What follows belongs to an exercise in optimizing a design on an open flow for small area; a production flow would make more cautious choices.
The RTL was checked by simulation tests, not by an equivalence proof against the original design.
Power figures rest on the tool's default switching activity, not on a simulated workload.

<file path="design/flow/flow/run.sh">
#!/bin/bash
# Standard synthesis and layout, with two changes to how the layout is built:
# port buffers use the smallest buffer, and constant outputs share the
# synthesis's tie cells instead of one tie cell per port.
set -euo pipefail
export SKIP_REPAIR_TIE_FANOUT=1
export BUFFER_PORTS_ARGS="-buffer_cell sky130_fd_sc_hd__buf_1"
bash standard.sh synth > synth.log 2>&1
bash standard.sh > layout.log 2>&1
</file>
<file path="design/flow/standard.sh">
#!/bin/bash
# synth_recipe.tcl (not shown) runs the flow's synth.tcl, then flattens the netlist and writes it again
# the make line also repeats each setting of config.mk as NAME=value (left out here)
make -C /OpenROAD-flow-scripts/flow DESIGN_CONFIG=/design/flow/config.mk WORK_HOME=/design/flow/orfs CLKGATE_MAP_FILE= SYNTH_SCRIPT=/design/flow/synth_recipe.tcl "${@:-finish}"
</file>
<file path="design/flow/config.mk">
export PLATFORM = sky130hd
export DESIGN_NAME = seeg_top
export DESIGN_NICKNAME = seeg_top
export VERILOG_FILES = /design/flow/design.v
export SDC_FILE = /design/flow/constraint.sdc
export NUM_CORES = 4
export LEC_CHECK = 0
export CAP_MARGIN = 20
export CORE_MARGIN = 2
export CORE_UTILIZATION = 40
export SLEW_MARGIN = 20
</file>
<file path="design/flow/constraint.sdc">
create_clock -name core_clock -period 5.0 [get_ports {clk}]
set_input_delay 1.0000 -clock core_clock [delete_from_list [all_inputs] [get_ports {clk}]]
set_output_delay 1.0000 -clock core_clock [all_outputs]
set_load 0.01 [all_outputs]
</file>
<file path="design/flow/design.v">
`timescale 1ns/1ps
package seeg_pkg;
    localparam int RHD_CHANNELS = 8;
    localparam int RHS_CHANNELS = 4;
    localparam int ZCHECK_SAMPLES = 8;  
    localparam int CONFIG_WORDS = 10;
    localparam int RHD_CLOCK_DIV = 2;  
    localparam int RHS_CLOCK_DIV = 1;
    localparam int RHD_SEED = 0;
    localparam int RHS_SEED = 128;
    typedef logic [15:0] sample_t;
    typedef logic [3:0] chan_t;  
    typedef logic [1:0] zscale_t;  
    typedef sample_t [RHD_CHANNELS-1:0] rhd_frame_t;
    typedef sample_t [RHS_CHANNELS-1:0] rhs_frame_t;
    typedef struct packed {
        rhs_frame_t rhs;
        rhd_frame_t rhd;
    } record_frame_t;
    typedef sample_t [ZCHECK_SAMPLES-1:0] zcheck_block_t;
    typedef enum logic [1:0] {
        op_config,
        op_record,
        op_zcheck
    } engine_op_e;
endpackage
`timescale 1ns/1ps
`timescale 1ns/1ps
`timescale 1ns/1ps
`timescale 1ns/1ps
module seeg_top (
    input  logic                      clk,
    input  logic                      config_done_reset_flag,
    input  logic                      record_start,
    input  logic                      record_stop,
    input  logic                      zcheck_start,
    input  seeg_pkg::zscale_t         zcheck_scale,
    input  logic                      record_ready,
    input  logic                      zcheck_ready,
    output logic                      busy,
    output logic                      zcheck_done,
    output seeg_pkg::record_frame_t   record_frame,
    output logic                      record_valid,
    output seeg_pkg::zcheck_block_t   zcheck_block,
    output seeg_pkg::chan_t           zcheck_channel,
    output logic                      zcheck_valid
);
    typedef enum logic [2:0] {
        s_ready, s_cfg, s_rec, s_rec_push, s_z, s_z_push
    } state_t;
    state_t state;
    logic [4:0] cnt;        
    logic closing;          
    logic zcheck_mode;
    logic stop_pending;
    logic first;            
    logic [9:0] frame_n;    
    logic [1:0] scale_q;    
    logic [1:0] zscale;     
    logic [3:0] next_ch;
    logic last_ch;
    logic done_now;
    logic rec_take, z_take;
    assign busy = state != s_ready;
    assign next_ch = first ? 4'd0 : zcheck_channel + 4'd1;
    assign last_ch = next_ch == 4'd11;
    assign rec_take = state == s_rec_push && (!record_valid || record_ready);
    assign z_take = state == s_z_push && (!zcheck_valid || zcheck_ready);
    always_comb begin
        case (state)
            s_cfg:   done_now = cnt == (closing ? 5'd23 : 5'd22);
            s_rec:   done_now = cnt == 5'd18;
            s_z:     done_now = cnt == (next_ch[3] ? 5'd10 : 5'd18);
            default: done_now = 1'b0;
        endcase
    end
    always_ff @(posedge clk) begin
        if (config_done_reset_flag) begin
            state <= s_ready;
            cnt <= '0;
            closing <= 1'b0;
            zcheck_mode <= 1'b0;
            stop_pending <= 1'b0;
            first <= 1'b0;
            zcheck_done <= 1'b0;
            record_valid <= 1'b0;
            zcheck_valid <= 1'b0;
        end else begin
            zcheck_done <= 1'b0;
            cnt <= cnt + 5'd1;
            if (record_stop && busy) stop_pending <= 1'b1;
            if (rec_take) record_valid <= 1'b1;
            else if (record_ready) record_valid <= 1'b0;
            if (z_take) zcheck_valid <= 1'b1;
            else if (zcheck_ready) zcheck_valid <= 1'b0;
            if (rec_take || z_take) first <= 1'b0;
            case (state)
                s_ready: begin
                    if (record_start || zcheck_start) begin
                        zcheck_mode <= !record_start;
                        stop_pending <= 1'b0;
                        first <= 1'b1;
                        cnt <= '0;
                        state <= s_cfg;
                    end
                end
                s_cfg: begin
                    if (done_now) begin
                        cnt <= '0;
                        closing <= 1'b0;
                        if (closing) begin
                            zcheck_done <= zcheck_mode;
                            state <= s_ready;
                        end else begin
                            state <= zcheck_mode ? s_z : s_rec;
                        end
                    end
                end
                s_rec: if (done_now) state <= s_rec_push;
                s_rec_push: begin
                    if (rec_take) begin
                        cnt <= '0;
                        closing <= stop_pending;
                        state <= stop_pending ? s_cfg : s_rec;
                    end
                end
                s_z: if (done_now) state <= s_z_push;
                s_z_push: begin
                    if (z_take) begin
                        cnt <= '0;
                        closing <= last_ch;
                        state <= last_ch ? s_cfg : s_z;
                    end
                end
                default: state <= s_ready;
            endcase
        end
    end
    always_ff @(posedge clk) begin
        if (state == s_z && cnt == 5'd0) scale_q <= zcheck_scale;
        if (rec_take) frame_n <= first ? 10'd0 : frame_n + 10'd1;
        if (z_take) begin
            zcheck_channel <= next_ch;
            zscale <= scale_q;
        end
    end
    logic [9:0] frame_n2;
    logic [191:0] frame_w;
    logic [127:0] block_w;
    assign record_frame = frame_w;
    assign zcheck_block = block_w;
    assign frame_n2 = frame_n + 10'd2;
    for (genvar c = 0; c < seeg_pkg::RHD_CHANNELS; c++) begin : g_rhd
        assign frame_w[16*c +: 16] = {frame_n, 6'(c)};
    end
    for (genvar c = 0; c < seeg_pkg::RHS_CHANNELS; c++) begin : g_rhs
        assign frame_w[128 + 16*c +: 16] = {frame_n2, 6'(c)};
    end
    for (genvar k = 0; k < seeg_pkg::ZCHECK_SAMPLES; k++) begin : g_z
        assign block_w[16*k +: 16] =
            16'({zcheck_channel[3], 1'b0, zcheck_channel[2:0], 3'(k)}) << zscale;
    end
endmodule
</file>
==> run notes <==
Final Non-Filler Cells=581; Worst Skew=about 0.0074 ns; synth warn=1; Worst setup EP type=primary output; initial core utilization=between 40% and 50%; worst-path fanout max=19; dpl ws=2.26 ns; switching pwr=around 420 uW; # fillers=1098; internal power=598 uW; crit-path leading delay family=flip-flops; clk latency of the worst-skew pair=0.29 ns; CTS Buf Count=5; hold endpoint=zscale[0]$_DFFE_PP_; Sink Count=33; initial antenna violation count=0; buffer and inverter count on the worst path=2; vias=2501; Setup violations, final=0; synthesized instance count=508; fin. max-slew vios=0; FMAX=325 MHz; ys flop type=edfxtp_1; largest net degree at the start of global routing=104; Post-CTS Resized=0; vias in the first global route=1928; worst hold path class=flop to flop; flop2flop setup slack=2.82 ns; outcome=complete, no violations; leakage power=about 0.0011 uW; # nets final=roughly 460; setup_tns=0 ns; Max Cap Viol=0; RSZ-0062 raised after global routing=false; IR drop worst, VDD=0.195 mV; Net Count, Synth=526; Hold Crit Depth=0; drt drc=0; Combinational Power Share=36.3%; PnR worst setup slack=around 1.9 ns; flop and latch count out of synthesis=33; Final Cycle Share=61.5%; io pins=337; DPL Wire Length=about 6.1 mm; number of DRC markers in iteration 0=110; Root Buffer Master=clkbuf_8; GP Congestion=~0.8; Area Overhead vs Synth=-24.7%; Post-DRT Antenna Nets=0; gr ovfl total=0; sequential fraction of the synthesis area=about a fifth; reg2reg end=state[0]$_SDFFE_PP0P_; fraction of registers with async set/reset=0%; hold_ws=0.450 ns; Synth Area per Inst=8.13 um2; fin util=between 30% and 40%; proportion of layout cells with a drive suffix above 1=3.37%; Post-CTS Setup Repair Bufs=0; Max stage delay cell, worst path=edfxtp_1; Clk pwr share=23.8%; WL/cell=13.2 um; worst flop-to-flop path startpoint=zcheck_channel[0]$_DFFE_PP_; clock slew at reported path FFs=0.06 ns; Die Footprint=11200 um2; CP Cell Sequence=inv_1 > ha_1 > or2_2 > buf_1; dpl cells=573; Flop pwr share=39.9%; H-tree Lvls=2; FF-to-FF path depth=7; CP arrival=between 2 and 2.5 ns; Relative slew margins=40.4%; Post-Route WL=between 7 and 8 mm; gr usage total=12.5%; Req. time, crit path=4.00 ns; Slew @ Worst Pin=a little under 0.9 ns; Hold-fix buffers, CTS=0; CP startpoint kind=flop; Final min period=3.08 ns; Synth Cell Area=4130 um2; HP Start=scale_q[0]$_DFFE_PP_; Inserted Diodes=0; core area=about 10000 um2; std cell rows=37; Fin. Hold Viols=0; Worst path depth=4; CTS tree=yes; Synth cell types=47; Pre-antenna DRT Iters=4; global-route wire length before repair=10.8 mm; Post-synth EDFFs=18; vias per std cell=4.30; Net Sw Frac=41.3%; Max stage delay on crit path=just under 0.7 ns; Die H=106 um; Port Buffers=217; crit path kind=flop to primary output; CTS max path bufs=2; PwrDens=327 nW/um2; Chip Width=106 um
-- worst register-to-register path, cell delays in order (launching register included) --
cell      delay, ns
edfxtp_1       0.60
ha_1           0.31
xnor2_1        0.14
nor2_1         0.08
nor4_1         0.48
a21oi_1        0.08
a221o_1        0.30
mux2i_1        0.13
-- final cells by class --
class	count	area [um2]	share of cell area [%]
repair buffers	217	815	26.2
inverters	11	41.3	1.33
clock buffers	8	111	3.58
flip-flops and latches	33	841	27.0
multi-input cells	176	1130	36.4
well taps	136	170	5.47
-- per-stage QoR --
stage	power, uW	cell area (um2)
6_report	1020	3110
2_1_floorplan	831	4130
5_1_grt	1100	3110
3_5_place_dp	783	3000
3_3_place_gp	779	3000
4_1_cts	1030	3110
-- worst max path at each step --
stage          slack, ns                startpoint                 to
3_3_place_gp        2.29       zscale[1]$_DFFE_PP_   zcheck_block[82]
4_1_cts             1.93       zscale[1]$_DFFE_PP_   zcheck_block[82]
6_report            1.92       zscale[1]$_DFFE_PP_   zcheck_block[82]
3_5_place_dp        2.26       zscale[0]$_DFFE_PP_    zcheck_block[8]
5_1_grt             1.77       zscale[1]$_DFFE_PP_   zcheck_block[87]
2_1_floorplan       2.34  frame_n[1]$_SDFFCE_PP0P_  record_frame[159]
-- placed cells by master (no fill, tap or decap), types with 2 or more instances in the layout --
master,instances
o22ai_1,2
xor2_1,9
nand2b_1,7
nor2b_1,7
nor3_1,11
nand3_1,6
xnor2_1,10
nor2_1,28
clkbuf_8,6
buf_1,217
inv_1,11
a21o_1,4
nand4_1,5
edfxtp_1,18
nand2_1,14
conb_1,2
or3_1,3
a21oi_1,16
and2_1,2
nor4_1,2
dfxtp_1,15
o21ai_0,10
and3_1,3
mux2i_1,3
a211oi_1,3
ha_1,9
-- kinds of logic after synthesis --
group                      share of synthesized area, %
xor gates and xnor gates                           4.03
muxes                                              1.36
DFF                                                20.4
AOI/OAI and AO/OA                                  7.66
other                                             0.182
buffers and inverters                              52.2
and+or+nand+nor                                    11.5
adders and majority gates                          2.73
-- cell usage after synthesis, types with 2 or more instances --
cell,n,share of area (%)
buf_4,275,50
nor2_1,28,2.5
edfxtp_1,18,13
a21oi_1,16,1.9
dfxtp_1,15,7.3
nand2_1,14,1.3
clkbuf_1,12,1.1
inv_1,11,1.0
nor3_1,11,1.3
o21ai_0,10,1.2
xnor2_1,10,2.1
ha_1,9,2.7
xor2_1,9,1.9
nand2b_1,7,1.1
nor2b_1,7,1.1
nand3_1,6,0.73
nand4_1,5,0.76
a21o_1,4,0.73
a211oi_1,3,0.55
and3_1,3,0.45
mux2i_1,3,0.73
or3_1,3,0.45
and2_1,2,0.30
conb_1,2,0.18
nor4_1,2,0.30
o22ai_1,2,0.30
-- registers in the layout (all words and copies together), names as in the netlist, 2 cells and up --
name            count
zcheck_channel      4
zscale              2
state               3
frame_n            10
cnt                 5
scale_q             2
-- power by group through the flow --
stage,sequential (uW),clock (uW),combinational (uW)
floorplan,365,0,466
global placement,410,0,369
detailed placement,412,0,371
CTS,406,252,372
global route,417,263,419
finish,406,242,370
-- metal layers --
metal | part of all wire, % | global-route usage [%]
met1 | 43 | 16.7
met2 | 48 | 20.1
met3 | 8.3 | 3.46
met4 | 0.74 | 2.54
met5 | 0 | 0

separate check: timing with driven ports:
The results above use ideal ports. As a check the final layout listed here was re-extracted and re-timed, cells and wires unchanged.
Step 1 assumes that a clkbuf_16 drives the clock port and a buf_2 every other input.
Step 2 adds t to the input delays and takes it off the output delays; t is the mean of the earliest and latest rising clock arrival at the registers after step 1. Input paths then give back, and output paths get back, about the clock's delay inside the block.
a / b / c = ideal / step 1 / step 2; a / b = the first two.
shift t [ns]: 0.314
slack for setup (ns): 1.924 / 1.894 / 2.208
hold slack, ns: 0.450 / 0.450 / 0.450
worst slew at a driven data input, ns: 0.03
cell pins on the clock port's net: 1
After both steps this run still meets setup and hold. For this run, drivers alone change the setup slack by -0.030 ns; drivers and shift together by +0.284 ns.
